From an optimization exercise on the open Yosys and OpenROAD flow, aimed at small area and few clock cycles; shortcuts taken in it are not production practice.
Where RTL was checked, it was by simulation tests only, not by an equivalence proof against the original.
No functional check of the RTL was part of runs 2 to 4.

<file path="config.mk">
export PLATFORM = sky130hd
export DESIGN_NAME = rgb_to_hsv_converter_unit
export DESIGN_NICKNAME = rgb_to_hsv_converter_unit
export VERILOG_FILES = /design/flow/design.v
export SDC_FILE = /design/flow/constraint.sdc
export NUM_CORES = 4
export LEC_CHECK = 0
export ABC_AREA = 1
export CAP_MARGIN = 20
export CORE_MARGIN = 2
export CORE_UTILIZATION = 40
export SLEW_MARGIN = 20
</file>
<file path="run.sh">
#!/bin/bash
# synth_recipe.tcl (not shown) runs the flow's synth.tcl, then flattens the netlist and writes it again
# the make line also repeats each setting of config.mk as NAME=value (left out here)
make -C /OpenROAD-flow-scripts/flow DESIGN_CONFIG=/design/flow/config.mk WORK_HOME=/design/flow/orfs CLKGATE_MAP_FILE= SYNTH_SCRIPT=/design/flow/synth_recipe.tcl finish
</file>
<file path="design.v">
package hsv_pkg;
    localparam int CHAN_W = 8;
    localparam int STEP_W = 67;    
    typedef struct packed {
        logic        v;     
        logic [7:0]  hi;    
        logic [7:0]  d;     
        logic [7:0]  rs;    
        logic [7:0]  rh;    
        logic [1:0]  r3;    
        logic [15:0] qs;    
        logic [15:0] qh;    
    } step_t;
endpackage
module hsv_prep (
    input  logic                in_valid,
    input  logic [7:0]          red,
    input  logic [7:0]          green,
    input  logic [7:0]          blue,
    output logic [hsv_pkg::STEP_W-1:0] out_bits
);
    hsv_pkg::step_t out;
    assign out_bits = out;
    logic [8:0] rg, gr, gb, bg, br, rb;    
    logic       r_ge_g, g_ge_r, g_ge_b, b_ge_g, b_ge_r, r_ge_b;
    logic       sec_r, sec_g, sec_b;
    logic [7:0] hi, d, x;
    logic [2:0] k;
    always_comb begin
        rg = {1'b0, red}   - {1'b0, green};
        gr = {1'b0, green} - {1'b0, red};
        gb = {1'b0, green} - {1'b0, blue};
        bg = {1'b0, blue}  - {1'b0, green};
        br = {1'b0, blue}  - {1'b0, red};
        rb = {1'b0, red}   - {1'b0, blue};
        r_ge_g = !rg[8];
        g_ge_r = !gr[8];
        g_ge_b = !gb[8];
        b_ge_g = !bg[8];
        b_ge_r = !br[8];
        r_ge_b = !rb[8];
        sec_r = r_ge_g && r_ge_b;
        sec_g = !sec_r && g_ge_b;
        sec_b = !sec_r && !sec_g;
        if (sec_r) begin
            hi = red;
            if (g_ge_b) begin
                d = rb[7:0];
                if (g_ge_r) begin k = 3'd1; x = 8'd0;     end
                else        begin k = 3'd0; x = gb[7:0];  end
            end else begin
                d = rg[7:0]; k = 3'd5; x = rb[7:0];
            end
        end else if (sec_g) begin
            hi = green;
            if (b_ge_r) begin
                d = gr[7:0];
                if (b_ge_g) begin k = 3'd3; x = 8'd0;     end
                else        begin k = 3'd2; x = br[7:0];  end
            end else begin
                d = gb[7:0]; k = 3'd1; x = gr[7:0];
            end
        end else begin
            hi = blue;
            if (r_ge_g) begin
                d = bg[7:0]; k = 3'd4; x = rg[7:0];
            end else begin
                d = br[7:0]; k = 3'd3; x = bg[7:0];
            end
        end
        out.v  = in_valid;
        out.hi = hi;
        out.d  = d;
        out.rs = d - 8'd1;
        out.qs = '0;
        out.rh = x;
        out.r3 = (k >= 3'd3) ? 2'(k - 3'd3) : k[1:0];
        out.qh = {15'd0, (k >= 3'd3)};
    end
endmodule
module hsv_div #(
    parameter int STEP = 0
) (
    input  logic [hsv_pkg::STEP_W-1:0] in_bits,
    output logic [hsv_pkg::STEP_W-1:0] out_bits
);
    hsv_pkg::step_t in, out;
    assign in       = in_bits;
    assign out_bits = out;
    logic [7:0] negd;
    logic       sbit;
    logic [8:0] st, ht;
    logic       sfit, hfit;
    logic [2:0] t3;
    logic       hb;
    always_comb begin
        negd = 8'd0 - in.d;
        sbit = (STEP < 8) ? 1'b1 : negd[15 - STEP];
        out  = in;
        st   = {in.rs, sbit};
        sfit = (st >= {1'b0, in.hi});
        out.rs = sfit ? 8'(st - {1'b0, in.hi}) : st[7:0];
        out.qs = {in.qs[14:0], sfit};
        if (STEP < 15) begin
            ht   = {in.rh, 1'b0};
            hfit = (ht >= {1'b0, in.d});
            out.rh = hfit ? 8'(ht - {1'b0, in.d}) : ht[7:0];
            t3   = {in.r3, hfit};
            hb   = (t3 >= 3'd3);
            out.r3 = hb ? 2'(t3 - 3'd3) : t3[1:0];
            out.qh = {in.qh[14:0], hb};
        end
    end
endmodule
module rgb_to_hsv_converter_unit #(
    parameter logic [16:0] REG_AT = 17'b0_0101_0101_0101_0101
) (
    input  logic        aclk,
    input  logic        aresetn,
    input  logic        s_tvalid,
    output logic        s_tready,
    input  logic [23:0] s_tdata,    
    output logic        m_tvalid,
    input  logic        m_tready,
    output logic [39:0] m_tdata     
);
    logic [16:0][hsv_pkg::STEP_W-1:0] pos;   
    logic [16:0][hsv_pkg::STEP_W-1:0] src;   
    hsv_pkg::step_t        last;
    logic           en;
    hsv_prep u_prep (
        .in_valid (s_tvalid),
        .red      (s_tdata[7:0]),
        .green    (s_tdata[15:8]),
        .blue     (s_tdata[23:16]),
        .out_bits (pos[0])
    );
    for (genvar p = 0; p <= 16; p++) begin : g_pos
        if (p > 0) begin : g_step
            hsv_div #(.STEP(p - 1)) u_step (.in_bits(src[p-1]), .out_bits(pos[p]));
        end
        if (REG_AT[p]) begin : g_reg
            hsv_pkg::step_t nxt;
            logic           v_reg;
            logic [hsv_pkg::STEP_W-2:0] data_reg;
            assign nxt = pos[p];
            always_ff @(posedge aclk) begin
                if (!aresetn) begin
                    v_reg <= 1'b0;
                end else if (en) begin
                    v_reg <= nxt.v;
                end
            end
            always_ff @(posedge aclk) begin
                if (en) begin
                    data_reg <= nxt[hsv_pkg::STEP_W-2:0];
                end
            end
            assign src[p] = {v_reg, data_reg};
        end else begin : g_wire
            assign src[p] = pos[p];
        end
    end
    logic grey;
    assign last     = src[16];
    assign grey     = (last.d == 8'd0);
    assign m_tvalid = last.v;
    assign en       = m_tready || !m_tvalid;
    assign s_tready = en;
    assign m_tdata  = {last.hi,
                       grey ? 16'd0 : last.qs,
                       grey ? 16'd0 : last.qh};
endmodule
</file>
<file path="constraint.sdc">
create_clock -name core_clock -period 5.0 [get_ports {aclk}]
set_input_delay 1.0000 -clock core_clock [delete_from_list [all_inputs] [get_ports {aclk}]]
set_output_delay 1.0000 -clock core_clock [all_outputs]
set_load 0.01 [all_outputs]
</file>
==> results of run 1 <==
synthesized netlist by cell type, types with 12 or more instances:
library cell  number  area [um2]
clkbuf_1          14        52.6
a21o_1            14         105
nand4_1           56         350
o21a_1            12        90.1
xnor2_1           48         420
o21bai_1          16         120
edfxtp_1         392       11800
a31oi_1           12        75.1
a21oi_1          208        1040
fa_1              28         561
inv_1            479        1800
nand2_1          767        2880
nor2_1           211         792
o21ai_0          190         951
xor2_1           120        1050
buf_2             21         105
nand2_2           14        87.6
ha_1             297        3720
nand3b_1          15         113
nor3_1            20         100
o221ai_1          13         114
nand3_1          234        1170
logic make-up (layout without fill, tap and decap cells):
kind of cell / count (synthesis) / after routing / synth area share, %
buf+inv: 537 / 672 / 7.37
fa+ha+maj: 325 / 325 / 15.0
compound gates: 514 / 514 / 10.1
flops: 400 / 400 / 41.8
xor+xnor: 168 / 168 / 5.15
simple gates: 1366 / 1366 / 20.7
metrics by stage:
| step | util, % | hold WS [ns] | cells | instance area, um2 |
|---|---|---|---|---|
| final | 45.4 | 0.408 | 4385 | 31900 |
| after global routing | 45.4 | 0.411 | 4385 | 31900 |
| after CTS | 45.3 | 0.396 | 4385 | 31900 |
| after detailed placement | 43.2 | 0.405 | 4299 | 30400 |
| after global placement | 43.2 | 0.400 | 4299 | 30400 |
| after floorplan | - | 0.400 | 3310 | 28600 |
area by class of cell:
cell class / instances / area [um2]
Inverter: 488 / 1860
Timing Repair Buffer: 98 / 916
Tap cell: 940 / 1180
Sequential cell: 400 / 11900
Clock inverter: 31 / 278
Fill cell: 6844 / 38400
Multi-Input combinational cell: 2373 / 14600
Clock buffer: 55 / 1210
per-layer routing:
metal | vias up | wire, um | track usage, %
met5 | - | 0 | 0
met1 | 9853 | 28600 | 21.7
met3 | 104 | 2320 | 2.56
met2 | 350 | 29700 | 29.5
met4 | 0 | 2000 | 5.86
li1 | 11397 | - | -
how the worst max path moves through the flow:
stage                                 startpoint                           end  slack [ns]  cells past startpoint
finish              g_pos[14].g_reg.data_reg[50]                   m_tdata[16]        0.33                     21
CTS                 g_pos[14].g_reg.data_reg[50]                   m_tdata[16]        0.13                     21
global placement     g_pos[8].g_reg.data_reg[50]  g_pos[10].g_reg.data_reg[46]        0.32                     23
global route        g_pos[14].g_reg.data_reg[50]                   m_tdata[16]       -0.02                     21
detailed placement   g_pos[8].g_reg.data_reg[50]  g_pos[10].g_reg.data_reg[42]        0.21                     23
floorplan                               m_tready                      s_tready        0.70                      2
timing repair:
| action | CTS | global route |
|---|---|---|
| setup endpoints to repair | 1 | 10 |
| setup buffers | 0 | 0 |
| pin swaps | 0 | 2 |
| resized for setup | 3 | 15 |
==> impl_results.md, run 1 <==
* Hold path depth at 0
* I/O pins at 70
* Cells after synthesis at 3310
* Slowest CP cell: edfxtp_1
* Row cnt at 97
* CTS Root Cell: clkbuf_16
* Die W at about 270 um
* Synth Net Count at 3663
* CTS tree: yes
* Synth Register Bits at 400
* Slew HR at 33.2%
* HP Start: g_pos[8].g_reg.data_reg[1]
* Hold/Removal Path Class: reg2reg
* Crit path DAT at 3.67 ns
* Hold endpoint: g_pos[10].g_reg.data_reg[3]
* Largest net degree at the start of global routing at 135
* Mean Syn Cell Area at about 8.6 um2
* Warnings, synthesis at 18
* Count of cell types in the netlist at 55
* Via count at 21704
* Period utilisation layout at approximately 93%
* Setup crit end kind: primary output
* Critical Path Max Stage Delay at around 0.38 ns
* CORE AREA at 70400 um2
* DR WL/cell at about 14 um
* Largest register FFs at roughly 400
* CP required at about 4.0 ns
* Prevailing post-synth register cell: edfxtp_1
* Post-synthesis sequential area ratio at between 40% and 50%
* Skew final at between 0.02 and 0.025 ns
* First-pass GRT wire length at around 100000 um
* Post-Route WL at about 63000 um
* Share of cells above drive strength 1 at under 10%
* Detailed placement HPWL at between 40000 and 50000 um
* CP top delay family: adder cells
* Final #Nets at approximately 3800
* Final setup viols at 0
* Pre-antenna DRT Iters at 5
* DRC Markers at 0
* Max Cap Viol at 0
* Max clock buf depth at 3
* Final Max Slew Viols at 0
* Number of global-route vias before repair at roughly 21000
* Status: complete, no violations
* Final worst slack at 0.335 ns
* Final hold vios at 0
* I/O Buffers at 69
* Clock slew at reported path FFs at about 0.06 ns
* Worst skew pair latency at 0.59 ns
* DIE AREA at roughly 74000 um2
* Reg2Reg Capture Point: g_pos[10].g_reg.data_reg[48]
* Clock Sinks at 400
* Initial Util at 40.6%
* Area grow syn2layout at 11.8%
* Synth Cell Area at between 20000 and 30000 um2
* Commonest non-fill, non-tap cell in the layout: nand2_1
* CTS Hold Bufs at 0
* F_max at approximately 0.21 GHz
* Chip height at 271 um
* CP bufs+invs at 5
* GRT Util Overall at 17.0%
* Synth async-reset ratio at 0%
* DRC marker count from the first detailed-route iteration at around 1300
* GP Congestion at 0.930
* Vias per inst at 4.95
* Antenna-violating nets left at 0
* Most frequent CP cell: nor2_1
* Worst slew pin tran at 1.00 ns
* Startpoint Class: register
* Most frequent cells in the layout: 766 x nand2_1, 477 x inv_1, 392 x edfxtp_1
* H-Tree Depth at 2
* Initial antenna violation count at 1
* Fin Setup TNS at 0 ns
* Crit-path cells: inv_2 > ha_1 > inv_1 > ha_1 > inv_1 > fa_2 > a21oi_2 > o21bai_1 > a21oi_1 > nor2_1 > nor2_1 > xor2_1 > nand2_1 > o21ai_0 > inv_1 > ha_1 > nand4_1 > o21ai_1 > nor2_1 > nor2_1 > clkbuf_2
* Pre-CTS WS at roughly 0.2 ns
* Num CTS Buffers at 46
* Number of enable flip-flop cells after synthesis at 392
* Start of the worst register-to-register path: g_pos[8].g_reg.data_reg[50]
* N_diodes at 0
* Worst-path maximum fanout at 3
* Crit Path Class: reg2out
* Reg2Reg Depth at 23
* R2r setup slk at roughly 0.45 ns
* Final min period at 4.67 ns
* GRT overflow at 0
Testbench counts, summed over its fixed seeds: cycles 32,832.
==> run 2: changes to the inputs <==
--- a/design.v
+++ b/design.v
@@ -1,12 +1,13 @@
 package hsv_pkg;
     localparam int CHAN_W = 8;
-    localparam int STEP_W = 67;    
+    localparam int STEP_W = 68;    
     typedef struct packed {
         logic        v;     
         logic [7:0]  hi;    
-        logic [7:0]  d;     
+        logic [7:0]  dm;    
         logic [7:0]  rs;    
         logic [7:0]  rh;    
+        logic        hp;    
         logic [1:0]  r3;    
         logic [15:0] qs;    
         logic [15:0] qh;    
@@ -70,10 +71,11 @@
         end
         out.v  = in_valid;
         out.hi = hi;
-        out.d  = d;
-        out.rs = d - 8'd1;
+        out.dm = d - 8'd1;
+        out.rs = out.dm;
         out.qs = '0;
         out.rh = x;
+        out.hp = 1'b0;
         out.r3 = (k >= 3'd3) ? 2'(k - 3'd3) : k[1:0];
         out.qh = {15'd0, (k >= 3'd3)};
     end
@@ -87,25 +89,29 @@
     hsv_pkg::step_t in, out;
     assign in       = in_bits;
     assign out_bits = out;
-    logic [7:0] negd;
     logic       sbit;
     logic [8:0] st, ht;
+    logic [9:0] sdf, hdf;
     logic       sfit, hfit;
     logic [2:0] t3;
     logic       hb;
     always_comb begin
-        negd = 8'd0 - in.d;
-        sbit = (STEP < 8) ? 1'b1 : negd[15 - STEP];
+        sbit = (STEP < 8) ? 1'b1 : !in.dm[15 - STEP];
         out  = in;
         st   = {in.rs, sbit};
-        sfit = (st >= {1'b0, in.hi});
-        out.rs = sfit ? 8'(st - {1'b0, in.hi}) : st[7:0];
+        sdf  = {1'b0, st} - {2'b0, in.hi};
+        sfit = !sdf[9];
+        out.rs = sfit ? sdf[7:0] : st[7:0];
         out.qs = {in.qs[14:0], sfit};
         if (STEP < 15) begin
             ht   = {in.rh, 1'b0};
-            hfit = (ht >= {1'b0, in.d});
-            out.rh = hfit ? 8'(ht - {1'b0, in.d}) : ht[7:0];
-            t3   = {in.r3, hfit};
+            hdf  = {1'b0, ht} + {2'b11, ~in.dm};
+            hfit = !hdf[9];
+            out.rh = hfit ? hdf[7:0] : ht[7:0];
+            out.hp = hfit;
+        end
+        if (STEP > 0) begin
+            t3   = {in.r3, in.hp};
             hb   = (t3 >= 3'd3);
             out.r3 = hb ? 2'(t3 - 3'd3) : t3[1:0];
             out.qh = {in.qh[14:0], hb};
@@ -113,7 +119,7 @@
     end
 endmodule
 module rgb_to_hsv_converter_unit #(
-    parameter logic [16:0] REG_AT = 17'b0_0101_0101_0101_0101
+    parameter logic [16:0] REG_AT = 17'b00101001001001001
 ) (
     input  logic        aclk,
     input  logic        aresetn,
@@ -163,7 +169,7 @@
     end
     logic grey;
     assign last     = src[16];
-    assign grey     = (last.d == 8'd0);
+    assign grey     = (last.dm == 8'hFF);
     assign m_tvalid = last.v;
     assign en       = m_tready || !m_tvalid;
     assign s_tready = en;
==> run 2 against run 1 <==
  * Highest routed layer unchanged
  * Cell area fell by 8.8%
  * Non-clock buffer count rose by 188
  * Clock-buffer cell count fell by 10
==> impl_results.md, run 2 <==
* I/O Buffers at 69 (unchanged)
* Worst-path maximum fanout at 7 (+4)
* Via count at 20064 (-7.6%)
* HP Start: g_pos[12].g_reg.data_reg[26]
* Synth top area share at 36.1% (-5.1 points)
* R2r setup slk at 0.17 ns (-0.28 ns)
* GP Congestion at 0.972 (+4.6%)
* DIE AREA at 62200 um2 (-15%)
* Area grow syn2layout at 20.9%
* N_diodes at 0 (unchanged)
* Hold path depth at 0 (unchanged)
* Pre-CTS WS at -0.229 ns (-0.434 ns)
* Post-Layout Cell Count at 3973 (-9.4%)
* GRT Util Overall at 18.8% (+1.7 points)
* Synth async-reset ratio at 0% (unchanged)
* Final hold vios at 0 (unchanged)
* Detailed placement HPWL at 46500 um (-5.3%)
* Final Max Slew Viols at 0 (unchanged)
* Number of enable flip-flop cells after synthesis at 290 (-26%)
* CTS tree: yes
* Period utilisation layout at 96.6% (+3.3 points)
* CP required at 5.32 ns (+1.32 ns)
* Clock Sinks at 296 (-26%)
* Max clock buf depth at 3 (unchanged)
* Slew HR at 48.1% (+15 points)
* CORE AREA at 59200 um2 (-16%)
* Warnings, synthesis at 18 (unchanged)
* Most frequent CP cell: nand2_1
* Skew final at 0.0323 ns (+0.0100 ns)
* Number of global-route vias before repair at 19584 (-6.6%)
* Final setup viols at 0 (unchanged)
* Finished Cell Area at 29100 um2 (-8.8%)
* Row cnt at 89 (-8.2%)
* GRT overflow at 0 (unchanged)
* Count of cell types in the netlist at 59 (+7.3%)
* Cells after synthesis at 2887 (-13%)
* DR WL/cell at 15.1 um (+5.7%)
* Synth Register Bits at 296 (-26%)
* Antenna-violating nets left at 0 (unchanged)
* Hold/Removal Path Class: reg2reg
* Critical Path Max Stage Delay at 0.46 ns (+0.08 ns)
* Share of cells above drive strength 1 at 17.1% (+12 points)
* Top cells by count, synth: 712 x nand2_1, 434 x inv_1, 290 x edfxtp_1
* Synth Net Count at 3237 (-12%)
* Largest register FFs at 290 (-26%)
* Chip height at 249 um (-8.0%)
* Synth Cell Area at 24100 um2 (-16%)
* Post-synthesis sequential area ratio at 36.6% (-5.1 points)
* Hold endpoint: g_pos[14].g_reg.data_reg[28]
* Mean Syn Cell Area at 8.35 um2 (-3.3%)
* Status: complete, no violations
* Reg2Reg Capture Point: g_pos[9].g_reg.data_reg[42]
* Slowest CP cell: edfxtp_1
* Setup crit end kind: register
* Top cells by area, synth: edfxtp_1 36%, ha_1 15%, nand2_1 11%
* Reg2Reg Depth at 31 (+35%)
* Max Cap Viol at 0 (unchanged)
* First-pass GRT wire length at 96200 um (-6.8%)
* DRC marker count from the first detailed-route iteration at 938 (-30%)
* Placed cell area at 26700 um2 (-12%)
* Final #Nets at 3522 (-6.3%)
* Initial Util at 40.7% (+0.093 points)
* Worst slew pin tran at 0.778 ns (-0.223 ns)
* Most frequent cells in the layout: 685 x nand2_1, 406 x inv_1, 290 x edfxtp_1
* Count leader, synth: nand2_1
* I/O pins at 70 (unchanged)
* H-Tree Depth at 2 (unchanged)
* Initial antenna violation count at 0 (-1)
* Final worst slack at 0.169 ns (-0.165 ns)
* Prevailing post-synth register cell: edfxtp_1
* Post-synth top area cell: edfxtp_1
* Startpoint Class: register
* Post-Route WL at 60000 um (-4.3%)
* Start of the worst register-to-register path: g_pos[6].g_reg.data_reg[52]
* Num CTS Buffers at 37 (-20%)
* Clock slew at reported path FFs at 0.06 ns (about the same)
* Pre-antenna DRT Iters at 6 (+1)
* Fillers at 5531 (-19%)
* Placed Cells incl. Taps at 3842 (-11%)
* Crit Path Class: reg2reg
* Die W at 249 um (-8.0%)
* Crit path DAT at 5.15 ns (+1.48 ns)
* CTS Root Cell: clkbuf_16
* Worst skew pair latency at 0.57 ns (-0.02 ns)
* Largest net degree at the start of global routing at 147 (+8.9%)
* DRC Markers at 0 (unchanged)
* Commonest non-fill, non-tap cell in the layout: nand2_1
* F_max at 0.207 GHz (-3.4%)
* Final min period at 4.83 ns (+0.165 ns)
* Vias per inst at 5.05 (+2.0%)
[run 2: changes by cell type after synthesis, sizes merged, moves of 17 or more]
cell    delta
inv       -42
edfxtp   -102
xor2      -35
nand2     -39
nor2      -21
a21oi     -17
o21ai     -48
nand3     -76
xnor2     +24
nand4     -20
[run 2: kinds of logic after synthesis]
group                    after synthesis  synth area share [%]
AND/OR/NAND/NOR                     1183                  21.2
multiplexers                           2                0.0883
buffers and inverters                490                  8.03
flip-flops                           296                  36.6
adder cells (fa/ha/maj)              322                  17.8
AO/OA/AOI/OAI                        437                  10.5
XOR/XNOR                             157                  5.71
[run 2: worst max path at each step]
stage | startpoint | to | slack (ns) | cells after the start
finish | g_pos[6].g_reg.data_reg[52] | g_pos[9].g_reg.data_reg[42] | 0.17 | 31
floorplan | m_tready | g_pos[0].g_reg.data_reg[0] | -0.98 | 2
CTS | g_pos[14].g_reg.data_reg[44] | m_tdata[16] | 0.006 | 20
global route | g_pos[0].g_reg.data_reg[54] | g_pos[3].g_reg.data_reg[48] | -0.20 | 27
detailed placement | g_pos[9].g_reg.data_reg[52] | g_pos[12].g_reg.data_reg[41] | -0.23 | 33
global placement | g_pos[9].g_reg.data_reg[52] | g_pos[12].g_reg.data_reg[36] | -0.04 | 33
[run 2: final cells by class]
type                    count  area [um2]  area share (%)
inverters                 446        1700            5.82
clock inverters            22         285           0.979
clock buffers              45         966            3.32
multi-input cells        2105       14000            48.1
flip-flops and latches    296        8830            30.3
repair buffers            286        2380            8.16
well taps                 773         967            3.32
[run 2: routing by layer]
layer	routed length [um]	vias to the layer above	global-route usage, %
met5	0	-	0
met4	1750	0	5.99
met3	1650	97	2.02
met2	31300	327	35.5
met1	25300	9446	22.1
li1	-	10194	-
[run 2: metrics by stage]
| step | hold slack (ns) | util, % | TNS, ns |
|---|---|---|---|
| floorplan | 0.400 | - | -286.27 |
| global placement | 0.401 | 45.1 | -0.233 |
| detailed placement | 0.405 | 45.1 | -4.36 |
| CTS | 0.405 | 47.4 | 0 |
| global route | 0.405 | 49.2 | -3.21 |
| finish | 0.398 | 49.2 | 0 |
[run 2: critical path, delay by kind of cell (launching register included)]
family | cells | cell delay (ns)
flops | 1 | 0.46
xor+xnor | 1 | 0.05
compound gates | 6 | 0.89
buf+inv | 7 | 0.70
fa+ha+maj | 6 | 1.53
simple gates | 11 | 0.97
[run 2: repair_timing]
item / CTS / global route
gates cloned: 2 / 3
hold buffers: 0 / 0
pin swaps: 2 / 79
gates resized for setup: 36 / 191
buffers inserted: 5 / 54
setup endpoints to repair: 43 / 73
==> run 3: changes to the inputs <==
--- a/design.v
+++ b/design.v
@@ -22,59 +22,47 @@
 );
     hsv_pkg::step_t out;
     assign out_bits = out;
-    logic [8:0] rg, gr, gb, bg, br, rb;    
-    logic       r_ge_g, g_ge_r, g_ge_b, b_ge_g, b_ge_r, r_ge_b;
-    logic       sec_r, sec_g, sec_b;
-    logic [7:0] hi, d, x;
+    logic       ge_rg, ge_gb, ge_br, eq_rg, eq_gb, eq_br, ge_rb;
+    logic       sec_r, sec_g;
+    logic       down;           
+    logic [7:0] hi, mid, lo, xa, xb;
     logic [2:0] k;
     always_comb begin
-        rg = {1'b0, red}   - {1'b0, green};
-        gr = {1'b0, green} - {1'b0, red};
-        gb = {1'b0, green} - {1'b0, blue};
-        bg = {1'b0, blue}  - {1'b0, green};
-        br = {1'b0, blue}  - {1'b0, red};
-        rb = {1'b0, red}   - {1'b0, blue};
-        r_ge_g = !rg[8];
-        g_ge_r = !gr[8];
-        g_ge_b = !gb[8];
-        b_ge_g = !bg[8];
-        b_ge_r = !br[8];
-        r_ge_b = !rb[8];
-        sec_r = r_ge_g && r_ge_b;
-        sec_g = !sec_r && g_ge_b;
-        sec_b = !sec_r && !sec_g;
+        ge_rg = (red >= green);
+        ge_gb = (green >= blue);
+        ge_br = (blue >= red);
+        eq_rg = (red == green);
+        eq_gb = (green == blue);
+        eq_br = (blue == red);
+        ge_rb = !ge_br || eq_br;
+        sec_r = ge_rg && ge_rb;
+        sec_g = !sec_r && ge_gb;
         if (sec_r) begin
             hi = red;
-            if (g_ge_b) begin
-                d = rb[7:0];
-                if (g_ge_r) begin k = 3'd1; x = 8'd0;     end
-                else        begin k = 3'd0; x = gb[7:0];  end
-            end else begin
-                d = rg[7:0]; k = 3'd5; x = rb[7:0];
-            end
+            if (ge_gb) begin mid = green; lo = blue;  down = 1'b0; k = 3'd0; end
+            else       begin mid = blue;  lo = green; down = 1'b1; k = 3'd5; end
         end else if (sec_g) begin
             hi = green;
-            if (b_ge_r) begin
-                d = gr[7:0];
-                if (b_ge_g) begin k = 3'd3; x = 8'd0;     end
-                else        begin k = 3'd2; x = br[7:0];  end
+            if (ge_br) begin
+                mid = blue; lo = red;
+                down = eq_gb;
+                k    = eq_gb ? 3'd3 : 3'd2;
             end else begin
-                d = gb[7:0]; k = 3'd1; x = gr[7:0];
+                mid = red; lo = blue; down = 1'b1; k = 3'd1;
             end
         end else begin
             hi = blue;
-            if (r_ge_g) begin
-                d = bg[7:0]; k = 3'd4; x = rg[7:0];
-            end else begin
-                d = br[7:0]; k = 3'd3; x = bg[7:0];
-            end
+            if (ge_rg) begin mid = red;   lo = green; down = 1'b0; k = 3'd4; end
+            else       begin mid = green; lo = red;   down = 1'b1; k = 3'd3; end
         end
+        xa = down ? hi  : mid;
+        xb = down ? mid : lo;
         out.v  = in_valid;
         out.hi = hi;
-        out.dm = d - 8'd1;
+        out.dm = hi + ~lo;
         out.rs = out.dm;
         out.qs = '0;
-        out.rh = x;
+        out.rh = xa - xb;
         out.hp = 1'b0;
         out.r3 = (k >= 3'd3) ? 2'(k - 3'd3) : k[1:0];
         out.qh = {15'd0, (k >= 3'd3)};
==> run 3 against run 2 <==
  * First-iteration DRC count decreased by 14%
  * Cell area decreased by 0.94%
  * Critical endpoint is now g_pos[3].g_reg.data_reg[46]
  * Critical path depth decreased by 4
  * Synthesized cell count decreased by 6.0%
  * Setup slack improved by 0.029 ns
  * Sequential share of layout area increased by 0.29 points
==> impl_results.md, run 3 <==
* Top cells by count, synth: 705 x nand2_1, 394 x inv_1, 290 x edfxtp_1
* Synth top area share at 37.4% (+1.3 points)
* Warnings, synthesis at 18 (unchanged)
* Status: complete, no violations
* DIE AREA at 60100 um2 (-3.4%)
* DR WL/cell at 14.3 um (-5.7%)
* Top cells by area, synth: edfxtp_1 37%, ha_1 15%, nand2_1 11%
* Crit path DAT at 5.11 ns (-0.04 ns)
* Final #Nets at 3386 (-3.9%)
* Pre-antenna DRT Iters at 5 (-1)
* Placed Cells incl. Taps at 3719 (-3.2%)
* Post-Layout Cell Count at 3840 (-3.3%)
* CORE AREA at 57600 um2 (-2.8%)
* Count leader, synth: nand2_1
* Skew final at 0.0279 ns (-0.00436 ns)
* Cells after synthesis at 2714 (-6.0%)
* Worst-path maximum fanout at 7 (unchanged)
* Hold/Removal Path Class: reg2reg
* Hold path depth at 0 (unchanged)
* Most frequent cells in the layout: 683 x nand2_1, 376 x inv_1, 290 x edfxtp_1
* Synth async-reset ratio at 0% (unchanged)
* Prevailing post-synth register cell: edfxtp_1
* Slew HR at 43.5% (-4.6 points)
* R2r setup slk at 0.20 ns (+0.03 ns)
* Share of cells above drive strength 1 at 20.1% (+3.1 points)
* Max Cap Viol at 0 (unchanged)
* Clock Sinks at 296 (unchanged)
* Chip height at 245 um (-1.7%)
* Antenna-violating nets left at 0 (unchanged)
* Final hold vios at 0 (unchanged)
* Worst slew pin tran at 0.848 ns (+0.0696 ns)
* DRC Markers at 0 (unchanged)
* Commonest non-fill, non-tap cell in the layout: nand2_1
* Reg2Reg Depth at 27 (-13%)
* CP required at 5.30 ns (-0.02 ns)
* Detailed placement HPWL at 42000 um (-9.5%)
* Clock slew at reported path FFs at 0.06 ns (about the same)
* Die W at 245 um (-1.7%)
* Number of enable flip-flop cells after synthesis at 290 (unchanged)
* Area grow syn2layout at 24.1%
* Initial Util at 40.4% (-0.29 points)
* I/O Buffers at 69 (unchanged)
* DRC marker count from the first detailed-route iteration at 802 (-14%)
* CTS tree: yes
* I/O pins at 70 (unchanged)
* Reg2Reg Capture Point: g_pos[3].g_reg.data_reg[46]
* GP Congestion at 0.927 (-4.7%)
* Period utilisation layout at 96.0% (-0.57 points)
* GRT Util Overall at 17.7% (-1.1 points)
* H-Tree Depth at 2 (unchanged)
* Largest register FFs at 290 (unchanged)
* Num CTS Buffers at 36 (-2.7%)
* Synth Register Bits at 296 (unchanged)
* Mean Syn Cell Area at 8.57 um2 (+2.7%)
* Synth Cell Area at 23300 um2 (-3.5%)
* Final setup viols at 0 (unchanged)
* Count of cell types in the netlist at 58 (-1.7%)
* N_diodes at 0 (unchanged)
* HP Start: g_pos[9].g_reg.data_reg[3]
* Initial antenna violation count at 0 (unchanged)
* F_max at 0.208 GHz (+0.60%)
* Final min period at 4.80 ns (-0.0286 ns)
* RSZ-0062 raised after global routing: yes
* Via count at 19084 (-4.9%)
* Hold endpoint: g_pos[12].g_reg.data_reg[6]
* CTS Root Cell: clkbuf_16
* First-pass GRT wire length at 87900 um (-8.7%)
* Number of global-route vias before repair at 18718 (-4.4%)
* Pre-CTS WS at -0.190 ns (+0.0384 ns)
* Final Max Slew Viols at 0 (unchanged)
* Setup crit end kind: register
* Worst skew pair latency at 0.55 ns (-0.02 ns)
* Synth Net Count at 3049 (-5.8%)
* Post-synth top area cell: edfxtp_1
* Post-Route WL at 54700 um (-8.8%)
* Largest net degree at the start of global routing at 151 (+2.7%)
* Fillers at 5276 (-4.6%)
* CTS Hold Bufs at 0 (unchanged)
* Post-synthesis sequential area ratio at 38.0% (+1.3 points)
* Start of the worst register-to-register path: g_pos[0].g_reg.data_reg[55]
* Crit Path Class: reg2reg
* Max clock buf depth at 3 (unchanged)
* GRT overflow at 0 (unchanged)
* Vias per inst at 4.97 (-1.6%)
* Startpoint Class: register
* Row cnt at 88 (-1.1%)
* Final worst slack at 0.198 ns (+0.0286 ns)
run 3: cell count changes in the layout (fill, tap and decap cells not counted), moves of 16 or more:
cell,before,now
nand3_1,153,94
nor2_1,177,131
buf_4,208,252
ha_1,268,236
inv_1,406,376
o21ai_2,23,45
ha_4,11,31
a21oi_1,154,138
run 3: cells by family after synthesis:
family / synth area share (%)
flip-flops: 38.0
AND/OR/NAND/NOR: 20.2
multiplexers: 0.0914
buffers and inverters: 7.83
adder cells (fa/ha/maj): 17.5
XOR/XNOR: 5.57
AO/OA/AOI/OAI: 10.8
run 3: through the flow:
step / hold WS (ns) / cell area [um2] / TNS, ns / utilization, %
floorplan: 0.400 / 23300 / -286.27 / -
global placement: 0.401 / 26300 / -0.916 / 45.7
detailed placement: 0.405 / 26300 / -4.75 / 45.7
CTS: 0.406 / 27600 / 0 / 47.9
global route: 0.420 / 28900 / -2.33 / 50.1
finish: 0.408 / 28900 / 0 / 50.1
run 3: how the worst max path moves through the flow:
| stage | slack (ns) | end | from |
|---|---|---|---|
| after floorplan | -0.98 | g_pos[0].g_reg.data_reg[0] | m_tready |
| after global placement | -0.11 | g_pos[6].g_reg.data_reg[37] | g_pos[3].g_reg.data_reg[52] |
| after detailed placement | -0.19 | g_pos[6].g_reg.data_reg[42] | g_pos[3].g_reg.data_reg[52] |
| after CTS | 0.005 | m_tdata[16] | g_pos[14].g_reg.data_reg[61] |
| after global routing | -0.07 | g_pos[6].g_reg.data_reg[41] | g_pos[3].g_reg.data_reg[52] |
| final | 0.20 | g_pos[3].g_reg.data_reg[46] | g_pos[0].g_reg.data_reg[55] |
run 3: cell type report:
type                            instances  area, um2  area share (%)
Clock buffer                           45        987            3.42
Clock inverter                         17        145           0.503
Inverter                              407       1570            5.42
Multi-Input combinational cell       1976      13600            47.1
Sequential cell                       296       8830            30.6
Tap cell                              765        957            3.32
Timing Repair Buffer                  334       2770            9.60
run 3: repair_timing:
action | 4_1_cts | 5_1_grt
endpoints found under the setup margin | 51 | 73
cloned | 2 | 4
pin swaps | 2 | 66
gates resized for setup | 28 | 220
setup buffers | 7 | 46
run 3: metal layers:
metal	global-route usage (%)	up-vias	wire length (um)
met4	5.72	0	1550
met2	33.6	295	28800
li1	-	9771	-
met5	0	-	0
met3	2.21	105	1690
met1	20.2	8913	22700
run 3: critical path: stages (launching register included):
cell and delay (ns):
edfxtp_1 0.42, buf_4 0.17, buf_4 0.13, ha_1 0.33, nand2_1 0.08, inv_1 0.05, nand4_1 0.07, nand3_1 0.10
nand2_2 0.15, nand3_4 0.15, o21ai_0 0.36, ha_1 0.33, nand4_1 0.11, nand3_2 0.10, a21oi_2 0.19, nand3_4 0.13
nand2_1 0.10, inv_1 0.05, ha_1 0.20, fa_1 0.43, o21ai_2 0.19, a21oi_1 0.10, o21bai_2 0.22, a21oi_4 0.12
nand2_2 0.10, nor2_4 0.06, nand2_1 0.07, nand2_1 0.07
==> run 4: changes to the inputs <==
--- a/design.v
+++ b/design.v
@@ -107,7 +107,7 @@
     end
 endmodule
 module rgb_to_hsv_converter_unit #(
-    parameter logic [16:0] REG_AT = 17'b00101001001001001
+    parameter logic [16:0] REG_AT = 17'b00100100100100101
 ) (
     input  logic        aclk,
     input  logic        aresetn,
==> run 4 against run 3 <==
  * Die area is 0.77% lower
  * Synthesized cell count is 0.11% lower
  * Worst hold slack worse by 0.0034 ns
  * Utilization is 0.22 points higher
  * Critical path depth is 6 lower
==> impl_results.md, run 4 <==
* Largest net degree at the start of global routing at 165 (+9.3%)
* Number of global-route vias before repair at 18725 (+0.037%)
* Initial antenna violation count at 0 (unchanged)
* Placed Cells incl. Taps at 3681 (-1.0%)
* Synth Net Count at 3046 (-0.098%)
* Row cnt at 88 (unchanged)
* Crit Path Class: reg2out
* Post-synth top area cell: edfxtp_1
* GP Congestion at 0.874 (-5.7%)
* Post-synthesis simple-gate area fraction at 20.9% (+0.69 points)
* Post-Route WL at 55500 um (+1.4%)
* Chip height at 244 um (-0.39%)
* CTS Root Cell: clkbuf_16
* CTS tree: yes
* DRC marker count from the first detailed-route iteration at 950 (+18%)
* F_max at 0.205 GHz (-1.7%)
* Start of the worst register-to-register path: g_pos[5].g_reg.data_reg[43]
* Largest family of logic cells by synthesized area: simple AND/OR/NAND/NOR gates
* R2r setup slk at 0.14 ns (-0.06 ns)
* Top cells by count, synth: 682 x nand2_1, 396 x inv_1, 282 x edfxtp_1
* Synth Cell Area at 23100 um2 (-0.78%)
* CP Launch Point: g_pos[14].g_reg.data_reg[61]
* Status: complete, no violations
* Largest register FFs at 282 (-2.8%)
* Detailed placement HPWL at 42200 um (+0.46%)
* Via count at 18900 (-0.96%)
* Reg2Reg Depth at 29 (+7.4%)
* Worst-path maximum fanout at 4 (-3)
* Final Max Slew Viols at 0 (unchanged)
* N_diodes at 0 (unchanged)
* CORE AREA at 57400 um2 (-0.38%)
* GRT overflow at 0 (unchanged)
* CP required at 4.00 ns (-1.30 ns)
* DIE AREA at 59600 um2 (-0.77%)
* Vias per inst at 4.93 (-0.78%)
* Final Core Density at 50.3% (+0.22 points)
* Compound-gate portion of the synthesized area at 10.3% (-0.54 points)
* Clock slew at reported path FFs at 0.06 ns (about the same)
* Post-Layout Cell Count at 3833 (-0.18%)
* Max Cap Viol at 0 (unchanged)
* DR WL/cell at 14.5 um (+1.6%)
* Initial Util at 40.2% (-0.16 points)
* Final min period at 4.89 ns (+0.0831 ns)
* Synth Area in Adders at 17.7% (+0.14 points)
* Commonest non-fill, non-tap cell in the layout: nand2_1
* Synth top area share at 36.7% (-0.75 points)
* Slew HR at 36.8% (-6.6 points)
* Top cells by area, synth: edfxtp_1 37%, ha_1 15%, nand2_1 11%
* Area grow syn2layout at 25.1%
* Period utilisation layout at 97.7% (+1.7 points)
* Num CTS Buffers at 36 (unchanged)
* Share of cells above drive strength 1 at 21.5% (+1.4 points)
* Number of enable flip-flop cells after synthesis at 282 (-2.8%)
* I/O pins at 70 (unchanged)
* Crit path DAT at 3.89 ns (-1.22 ns)
* Clock Sinks at 288 (-2.7%)
* Die W at 244 um (-0.39%)
* Most frequent cells in the layout: 661 x nand2_1, 366 x inv_1, 282 x edfxtp_1
* Synth Register Bits at 288 (-2.7%)
* RSZ-0062 raised after global routing: yes
* H-Tree Depth at 2 (unchanged)
* Setup crit end kind: primary output
* Synth async-reset ratio at 0% (unchanged)
* Count leader, synth: nand2_1
* Cells after synthesis at 2711 (-0.11%)
* Pre-antenna DRT Iters at 5 (unchanged)
* Mean Syn Cell Area at 8.51 um2 (-0.67%)
* DRC Markers at 0 (unchanged)
* Mux cell area share after synthesis at 0.0922% (+0.00072 points)
* Skew final at 0.0212 ns (-0.00673 ns)
* Final hold vios at 0 (unchanged)
* Post-synthesis sequential area ratio at 37.2% (-0.74 points)
* Startpoint Class: register
* Hold/Removal Path Class: reg2reg
* First-pass GRT wire length at 88900 um (+1.1%)
* Final setup viols at 0 (unchanged)
* Count of cell types in the netlist at 56 (-3.4%)
* Reg2Reg Capture Point: g_pos[8].g_reg.data_reg[46]
* Final #Nets at 3377 (-0.27%)
* GRT Util Overall at 18.0% (+0.36 points)
* Post-Synth XOR/XNOR Area at 5.92% (+0.35 points)
* Antenna-violating nets left at 0 (unchanged)
* Critical Path Sink: m_tdata[16]
* Warnings, synthesis at 18 (unchanged)
* Worst slew pin tran at 0.947 ns (+0.0993 ns)
* Prevailing post-synth register cell: edfxtp_1
* Worst skew pair latency at 0.56 ns (about the same)
* Max clock buf depth at 3 (unchanged)
* I/O Buffers at 69 (unchanged)
run 4: cell types whose count changed after synthesis, sizes merged, moves of 8 or more:
| cell | change |
|---|---|
| nand2 | -25 |
| edfxtp | -8 |
| nor2 | +15 |
| nand3 | +63 |
| nand4 | -26 |
| xnor2 | +9 |
| a31oi | -9 |
| o21ai | -28 |
run 4: cells by family (layout without fill, tap and decap cells):
logic type | Yosys count | after routing
AOI/OAI and AO/OA | 403 | 403
xor gates and xnor gates | 156 | 156
adders and majority gates | 307 | 307
buffers and inverters | 446 | 801
DFF | 288 | 288
muxes | 2 | 2
and+or+nand+nor | 1109 | 1111
run 4: worst min path at each step:
stage | startpoint | endpoint | slack (ns) | depth (start not counted)
finish | g_pos[11].g_reg.data_reg[4] | g_pos[14].g_reg.data_reg[7] | 0.41 | 0
global route | g_pos[8].g_reg.data_reg[23] | g_pos[11].g_reg.data_reg[26] | 0.41 | 0
CTS | g_pos[11].g_reg.data_reg[4] | g_pos[14].g_reg.data_reg[7] | 0.41 | 0
detailed placement | g_pos[5].g_reg.data_reg[20] | g_pos[8].g_reg.data_reg[23] | 0.40 | 0
global placement | g_pos[11].g_reg.data_reg[10] | g_pos[14].g_reg.data_reg[13] | 0.40 | 0
floorplan | g_pos[8].g_reg.data_reg[7] | g_pos[11].g_reg.data_reg[10] | 0.40 | 0
run 4: cell type report:
class                           count  area (um2)
Sequential cell                   288        8590
Clock buffer                       40         968
Inverter                          406        1540
Multi-Input combinational cell   1979       13700
Timing Repair Buffer              331        2730
Tap cell                          765         957
Clock inverter                     24         347
Fill cell                        5168       28500
run 4: critical path, cell delays in order, from the launching register on:
cell           delay (ns)
edfxtp_1             0.39
inv_2                0.09
ha_4                 0.29
inv_1                0.07
nor3_2               0.24
a21oi_2              0.11
o21ai_2              0.18
nand2_2              0.10
nand2_4              0.10
mux2_4               0.32
ha_4                 0.25
a21oi_1              0.15
nor2_1               0.05
nor2_1               0.08
nand3_1              0.12
nand3_1              0.09
nand3b_1             0.09
a21oi_2              0.13
nand2_1              0.07
o21ai_2              0.10
inv_1                0.04
dlygate4sd2_1        0.27
run 4: timing repair:
action / in CTS / in global routing
gates resized for setup: 35 / 247
buffers inserted: 6 / 80
pin swaps: 6 / 118
gates cloned: 0 / 2
endpoints found under the setup margin: 59 / 73
hold buffers: 0 / 0
run 4: metrics by stage:
step	setup TNS, ns	setup WS, ns	hold slack (ns)	instance area (um2)
6_report	0	0.115	0.405	28900
5_1_grt	-3.11	-0.129	0.415	28900
4_1_cts	0	0.00729	0.411	27200
3_5_place_dp	-5.82	-0.330	0.405	25800
3_3_place_gp	-2.69	-0.324	0.402	25800
2_1_floorplan	-243.81	-0.858	0.400	23100
run 4: metal layers:
metal  track usage (%)  vias to the layer above  share of wire (%)
met4              6.71                        0                3.1
met2              33.8                      253                 52
met1              21.0                     8853                 43
met5                 0                        -                  0
li1                  -                     9692                  -
met3              1.96                      102                2.4
==> run 5: changes to the inputs <==
--- a/design.v
+++ b/design.v
@@ -163,5 +163,5 @@
     assign s_tready = en;
     assign m_tdata  = {last.hi,
                        grey ? 16'd0 : last.qs,
-                       grey ? 16'd0 : last.qh};
+                       last.qh};
 endmodule
--- a/config.mk
+++ b/config.mk
@@ -5,7 +5,6 @@
 export SDC_FILE = /design/flow/constraint.sdc
 export NUM_CORES = 4
 export LEC_CHECK = 0
-export ABC_AREA = 1
 export CAP_MARGIN = 20
 export CORE_MARGIN = 2
 export CORE_UTILIZATION = 40
==> run 5 against run 4 <==
  * The layout now fails its checks (setup timing)
  * Global-route usage is 1.6 points higher
  * Die area is 3.3% lower
  * Via count fell by 1.7%
  * Final cell count is 3.9% lower
  * Register-to-register slack got worse by 0.67 ns
  * Wire length is 1.9% higher
  * Clock skew fell by 0.0054 ns
  * Clock-buffer cell count shrank 4
  * Non-clock buffer count up 463
  * Worst hold slack worse by 0.0020 ns
==> impl_results.md, run 5 <==
* CP bufs+invs at 3 (-1)
* Area grow syn2layout at 43.2%
* Final Max Slew Viols at 0 (unchanged)
* DR WL/cell at 15.3 um (+6.0%)
* R2r setup slk at -0.53 ns (-0.67 ns)
* Final min period at 5.53 ns (+0.648 ns)
* Mean Syn Cell Area at 10.4 um2 (+23%)
* Slowest CP cell: edfxtp_1
* Max clock buf depth at 3 (unchanged)
* I/O pins at 70 (unchanged)
* Number of enable flip-flop cells after synthesis at 282 (unchanged)
* Initial Util at 40.5% (+0.26 points)
* Final #Nets at 3250 (-3.8%)
* Synth Net Count at 2474 (-19%)
* Post-synthesis sequential area ratio at 38.5% (+1.3 points)
* Skew final at 0.0158 ns (-0.00539 ns)
* Largest net degree at the start of global routing at 179 (+8.5%)
* Final worst slack at -0.533 ns (-0.648 ns)
* Period utilisation layout at 111% (+13 points)
* Clock Sinks at 288 (unchanged)
* HP Start: g_pos[11].g_reg.data_reg[18]
* N_diodes at 0 (unchanged)
* Final hold vios at 0 (unchanged)
* GP Congestion at 0.879 (+0.56%)
* CTS Hold Bufs at 0 (unchanged)
* Clock slew at reported path FFs at 0.06 ns (about the same)
* First-pass GRT wire length at 91500 um (+2.9%)
* Slew HR at 38.5% (+1.6 points)
* Setup crit end kind: register
* Hold endpoint: g_pos[14].g_reg.data_reg[21]
* GRT Util Overall at 19.6% (+1.6 points)
* Count of cell types in the netlist at 79 (+41%)
* Most frequent cells in the layout: 697 x buf_4, 282 x edfxtp_1, 241 x ha_1
* Sequential cell area at 8590 um2 (unchanged)
* Detailed placement HPWL at 42900 um (+1.5%)
* Num CTS Buffers at 35 (-2.8%)
* Reg2Reg Capture Point: g_pos[8].g_reg.data_reg[48]
* Final setup viols at 72 (+72)
* Startpoint Class: register
* Via count at 18577 (-1.7%)
* Final Core Density at 58.0% (+7.7 points)
* CTS Root Cell: clkbuf_16
* Die W at 240 um (-1.7%)
* Synth top area share at 38.0% (+1.3 points)
* Chip height at 240 um (-1.7%)
* Number of global-route vias before repair at 19306 (+3.1%)
* Post-Route WL at 56500 um (+1.9%)
* Prevailing post-synth register cell: edfxtp_1
* Commonest non-fill, non-tap cell in the layout: buf_4
* Status: complete, but fails checks
* Fillers at 4594 (-11%)
* Max Cap Viol at 0 (unchanged)
* F_max at 0.181 GHz (-12%)
* Worst skew pair latency at 0.56 ns (about the same)
* Count leader, synth: edfxtp_1
* CP required at 5.31 ns (+1.31 ns)
* CTS tree: yes
* Synth Cell Area at 22300 um2 (-3.3%)
* Antenna-violating nets left at 0 (unchanged)
* Hold/Removal Path Class: reg2reg
* Share of cells above drive strength 1 at 39.1% (+18 points)
* Start of the worst register-to-register path: g_pos[5].g_reg.data_reg[43]
* Cells after synthesis at 2139 (-21%)
* Synth Register Bits at 288 (unchanged)
* I/O Buffers at 69 (unchanged)
* Pre-CTS WS at -0.743 ns (-0.413 ns)
* Largest register FFs at 282 (unchanged)
* Critical Path Max Stage Delay at 0.39 ns (about the same)
* Top cells by count, synth: 282 x edfxtp_1, 276 x ha_1, 219 x inv_1
* Top cells by area, synth: edfxtp_1 38%, ha_1 15%, mux2_2 6.2%
* Pre-antenna DRT Iters at 5 (unchanged)
* GRT overflow at 0 (unchanged)
* RSZ-0062 raised after global routing: yes
* Area of the multi-input gates at 14100 um2 (+2.8%)
* Worst slew pin tran at 0.923 ns (-0.0246 ns)
* Warnings, synthesis at 18 (unchanged)
* Worst-path maximum fanout at 8 (+4)
* DIE AREA at 57700 um2 (-3.3%)
* Hold path depth at 0 (unchanged)
* CP top delay family: compound AO/OA/AOI/OAI gates
* Vias per inst at 5.04 (+2.3%)
* Fin Setup TNS at -23.50 ns (-23.50 ns)
* DRC marker count from the first detailed-route iteration at 870 (-8.4%)
* Synth async-reset ratio at 0% (unchanged)
* DRC Markers at 0 (unchanged)
* Post-synth top area cell: edfxtp_1
* Layout check failures: setup timing
* Reg2Reg Depth at 26 (-10%)
* CORE AREA at 55100 um2 (-4.0%)
* Crit path DAT at 5.84 ns (+1.95 ns)
* Crit Path Class: reg2reg
* Row cnt at 86 (-2.3%)
* H-Tree Depth at 2 (unchanged)
* Initial antenna violation count at 1 (+1)
## run 5: cell families (layout without fill, tap and decap cells)
logic type,Yosys count,in the layout,synth area share [%]
adders and majority gates,307,307,18.3
muxes,170,170,8.32
xor gates and xnor gates,124,124,4.87
DFF,288,288,38.5
and+or+nand+nor,461,461,9.84
buffers and inverters,275,1071,5.10
AOI/OAI and AO/OA,514,515,15.1
## run 5: final cells by class
cell class                      instances  share of cell area [%]
Timing Repair Buffer                  794                    19.6
Sequential cell                       288                    26.9
Clock buffer                           36                    2.75
Tap cell                              748                    2.93
Clock inverter                         22                    1.02
Inverter                              219                    2.58
Multi-Input combinational cell       1577                    44.2
## run 5: what timing repair did
item | 4_1_cts | 5_1_grt
pin swaps | 62 | 70
endpoints found under the setup margin | 74 | 92
cloned | 1 | 0
buffers inserted | 98 | 49
resized for setup | 119 | 135
## run 5: stage by stage
stage / hold slack, ns / area [um2] / instances
after floorplan: 0.400 / 23000 / 2139
after global placement: 0.401 / 28600 / 3484
after detailed placement: 0.405 / 28600 / 3484
after CTS: 0.401 / 31000 / 3639
after global routing: 0.422 / 31900 / 3684
final: 0.403 / 31900 / 3684
## run 5: layer usage
| layer | share of wire, % | track usage [%] | vias up |
|---|---|---|---|
| met5 | 0 | 0 | - |
| met1 | 41 | 21.9 | 8891 |
| li1 | - | - | 9310 |
| met4 | 2.5 | 5.85 | 0 |
| met3 | 3.0 | 2.79 | 98 |
| met2 | 54 | 38.1 | 278 |
## run 5: worst max-delay path by stage
stage,startpoint,endpoint,depth (start not counted)
finish,g_pos[5].g_reg.data_reg[43],g_pos[8].g_reg.data_reg[48],26
global route,g_pos[8].g_reg.data_reg[52],g_pos[11].g_reg.data_reg[38],25
CTS,g_pos[8].g_reg.data_reg[52],g_pos[11].g_reg.data_reg[38],25
detailed placement,g_pos[11].g_reg.data_reg[52],g_pos[14].g_reg.data_reg[36],25
global placement,g_pos[11].g_reg.data_reg[35],g_pos[14].g_reg.data_reg[41],23
floorplan,m_tready,g_pos[0].g_reg.data_reg[0],3
Testbench counts of run 5, summed over its fixed seeds: cycles 32,816.
==> run 6: changes to the inputs <==
--- a/config.mk
+++ b/config.mk
@@ -5,7 +5,9 @@
 export SDC_FILE = /design/flow/constraint.sdc
 export NUM_CORES = 4
 export LEC_CHECK = 0
+export ABC_AREA = 1
 export CAP_MARGIN = 20
 export CORE_MARGIN = 2
 export CORE_UTILIZATION = 40
+export PLACE_DENSITY = 0.75
 export SLEW_MARGIN = 20
==> run 6 against run 5 <==
  * The layout still fails its checks (setup timing)
  * Utilization decreased by 8.1 points
  * Global-route usage decreased by 3.5 points
  * Clock-buffer cell count increased by 5
  * Clock skew increased by 0.0068 ns
  * Register-to-register slack improved by 0.51 ns
  * Fmax increased by 10%
  * Critical endpoint is now g_pos[11].g_reg.data_reg[41]
  * Highest routed layer unchanged
==> impl_results.md, run 6 <==
* Post-synth top area cell: edfxtp_1
* Slowest CP cell: fa_2
* Top cells by count, synth: 684 x nand2_1, 366 x inv_1, 282 x edfxtp_1
* Worst slew pin tran at 0.884 ns (-0.0385 ns)
* First-pass GRT wire length at 81100 um (-11%)
* RSZ-0062 raised after global routing: yes
* Max clock buf depth at 3 (unchanged)
* GRT Util Overall at 16.1% (-3.5 points)
* DR WL/cell at 13.7 um (-11%)
* Top Usage Layer GRT: met2
* H-Tree Depth at 2 (unchanged)
* Hold WS at 0.409 ns (+0.00578 ns)
* Period utilisation layout at 101% (-10 points)
* Final hold vios at 0 (unchanged)
* Sequential cell area at 8590 um2 (unchanged)
* Pre-antenna DRT Iters at 6 (+1)
* Number of global-route vias before repair at 18012 (-6.7%)
* Startpoint Class: register
* CTS Root Cell: clkbuf_16
* N_diodes at 0 (unchanged)
* Hold/Removal Path Class: reg2reg
* Placed cell area at 25500 um2 (-11%)
* Worst skew pair latency at 0.55 ns (about the same)
* Number of enable flip-flop cells after synthesis at 282 (unchanged)
* Prevailing post-synth register cell: edfxtp_1
* Slew HR at 41.1% (+2.6 points)
* Worst-path maximum fanout at 8 (unchanged)
* DIE AREA at 59500 um2 (+3.2%)
* GRT overflow at 0 (unchanged)
* I/O Buffers at 69 (unchanged)
* Critical Path Max Stage Delay at 0.39 ns (about the same)
* Largest register FFs at 282 (unchanged)
* Via count at 18696 (+0.64%)
* Final #Nets at 3305 (+1.7%)
* Largest net degree at the start of global routing at 102 (-43%)
* Cells after synthesis at 2685 (+26%)
* Clock Sinks at 288 (unchanged)
* Crit path DAT at 5.33 ns (-0.51 ns)
* R2r setup slk at -0.03 ns (+0.51 ns)
* Placed Cells incl. Taps at 3611 (+3.6%)
* Count leader, synth: nand2_1
* DRC marker count from the first detailed-route iteration at 950 (+9.2%)
* Post-synthesis sequential area ratio at 37.3% (-1.2 points)
* GR Util met1 at 17.9% (-4.0 points)
* Commonest non-fill, non-tap cell in the layout: nand2_1
* Post-Route WL at 51400 um (-9.0%)
* Synth Register Bits at 288 (unchanged)
* Final setup viols at 1 (-99%)
* Clock slew at reported path FFs at 0.06 ns (about the same)
* Crit Path Class: reg2reg
* F_max at 0.199 GHz (+10%)
* Synth top area share at 36.8% (-1.2 points)
* Pre-CTS WS at -0.308 ns (+0.435 ns)
* Area of the multi-input gates at 13700 um2 (-3.1%)
* Count of cell types in the netlist at 54 (-32%)
* Status: complete, but fails checks
* Most frequent cells in the layout: 663 x nand2_1, 336 x inv_1, 282 x edfxtp_1
* CTS Hold Bufs at 0 (unchanged)
* Final min period at 5.03 ns (-0.507 ns)
* Area grow syn2layout at 22.7%
* Synth async-reset ratio at 0% (unchanged)
* Max Cap Viol at 0 (unchanged)
* Antenna-violating nets left at 0 (unchanged)
* I/O pins at 70 (unchanged)
* Detailed placement HPWL at 37200 um (-13%)
* GP Congestion at 0.897 (+2.1%)
* Top cells by area, synth: edfxtp_1 37%, ha_1 15%, nand2_1 11%
* Initial antenna violation count at 0 (-1)
* Most frequent CP cell: nand2_1
* CP required at 5.31 ns (about the same)
* Warnings, synthesis at 18 (unchanged)
* Setup crit end kind: register
* Initial Util at 40.6% (+0.13 points)
* GR Util met3 at 2.16% (-0.63 points)
* CTS tree: yes
* Final worst slack at -0.0255 ns (+0.507 ns)
* Num CTS Buffers at 34 (-2.9%)
* Finished Cell Area at 28300 um2 (-12%)
* Synth Net Count at 3020 (+22%)
* Final Max Slew Viols at 0 (unchanged)
* Die W at 244 um (+1.6%)
* Post-Layout Cell Count at 3749 (+1.8%)
* Row cnt at 87 (+1.2%)
* Chip height at 244 um (+1.6%)
* Share of cells above drive strength 1 at 21.1% (-18 points)
* Vias per inst at 4.99 (-1.1%)
* Fillers at 5080 (+11%)
* Synth Cell Area at 23000 um2 (+3.3%)
* Skew final at 0.0226 ns (+0.00681 ns)
* Layout check failures: setup timing
* DRC Markers at 0 (unchanged)
* CORE AREA at 56700 um2 (+2.9%)
* Mean Syn Cell Area at 8.58 um2 (-18%)
* GRT met2 Usage at 30.7% (-7.3 points)
-- run 6: cell types whose count changed after synthesis, moves of 31 or more --
cell / delta
nor2b_1: -65
xor2_1: +35
nand2_1: +581
mux2i_1: -47
o21ai_0: -34
nor2_1: -31
nand3_1: +143
nand2b_1: -33
a21o_1: -36
mux2_2: -120
o21a_1: -36
inv_1: +147
nand2_2: +40
-- run 6: worst paths after layout --
| check | from | end | depth (start not counted) |
|---|---|---|---|
| worst min-delay path | g_pos[11].g_reg.data_reg[5] | g_pos[14].g_reg.data_reg[8] | 0 |
| worst max register to register | g_pos[8].g_reg.data_reg[54] | g_pos[11].g_reg.data_reg[41] | 33 |
| worst max-delay path | g_pos[8].g_reg.data_reg[54] | g_pos[11].g_reg.data_reg[41] | 33 |
| worst min register to register | g_pos[11].g_reg.data_reg[5] | g_pos[14].g_reg.data_reg[8] | 0 |
-- run 6: critical path, delay by kind of cell (launching register included) --
family / cells / cell delay [ns]
AO/OA/AOI/OAI: 8 / 1.19
buffers and inverters: 4 / 0.60
adder cells (fa/ha/maj): 4 / 1.01
flip-flops: 1 / 0.38
AND/OR/NAND/NOR: 17 / 1.58
-- run 6: through the flow --
| step | TNS [ns] | utilization, % |
|---|---|---|
| 4_1_cts | 0 | 47.3 |
| 3_5_place_dp | -4.38 | 44.9 |
| 6_report | -0.0255 | 49.9 |
| 5_1_grt | -3.33 | 49.9 |
| 2_1_floorplan | -243.81 | - |
| 3_3_place_gp | -0.840 | 44.9 |
-- run 6: routing by layer --
metal,vias to the layer above,wire [um]
met5,-,0
met4,0,1630
met3,120,1780
met2,367,27200
met1,8652,20800
li1,9557,-
-- run 6: final cells by class --
cell class | instances | area share [%]
Multi-Input combinational cell | 1968 | 48.4
Sequential cell | 288 | 30.4
Timing Repair Buffer | 298 | 8.76
Inverter | 380 | 5.12
Tap cell | 756 | 3.35
Clock buffer | 41 | 3.18
Clock inverter | 18 | 0.788
-- run 6: what timing repair did --
action                                  CTS  global route
endpoints found under the hold margin     0             0
pin swaps                                 7            76
resized for setup                        31           211
setup buffers                            12            62
endpoints found under the setup margin   34            73
gates cloned                              3             2
-- run 6: cell families (layout without fill, tap and decap cells) --
logic type	Yosys count	after routing	synth area share, %
buffers and inverters	434	737	7.99
multiplexers	3	3	0.147
XOR/XNOR	140	140	5.45
flip-flops	288	288	37.3
AO/OA/AOI/OAI	405	408	10.5
adder cells (fa/ha/maj)	307	307	17.7
AND/OR/NAND/NOR	1108	1110	20.9

==> what the ideal ports hide <==
No port has a modelled driver above. Below, the same layouts with a new extraction and two added sets of constraints.
Step 1, drivers: a clkbuf_16 drives aclk and a buf_2 each remaining input, both assumed.
Step 2 adds t to the input delays and takes it off the output delays; t is the mean of the earliest and latest rising clock arrival at the registers after step 1. Input paths then give back, and output paths get back, about the clock's delay inside the block.
a / b / c = ideal / step 1 / step 2; a / b = the first two.
run	shift t [ns]	slack for setup (ns)	latest minus earliest clock arrival (ns)	slew at the worst register clock pin (ns)
run 1	0.641	0.335 / 0.273 / 0.379	0.023 / 0.022	0.06 / 0.06
run 2	0.613	0.169 / 0.169 / 0.169	0.032 / 0.033	0.06 / 0.06
run 3	0.591	0.198 / 0.198 / -0.145	0.029 / 0.029	0.06 / 0.06
run 4	0.609	0.115 / 0.053 / 0.017	0.021 / 0.021	0.06 / 0.06
run 5	0.613	-0.533 / -0.533 / -0.533	0.019 / 0.019	0.06 / 0.06
run 6	0.597	-0.026 / -0.026 / -0.026	0.023 / 0.023	0.07 / 0.07
With both steps, setup timing fails in run 3, where it was met with ideal ports. The setup slack of run 3, which loses most, moves by 0.000 ns with the drivers and by -0.343 ns with both steps.
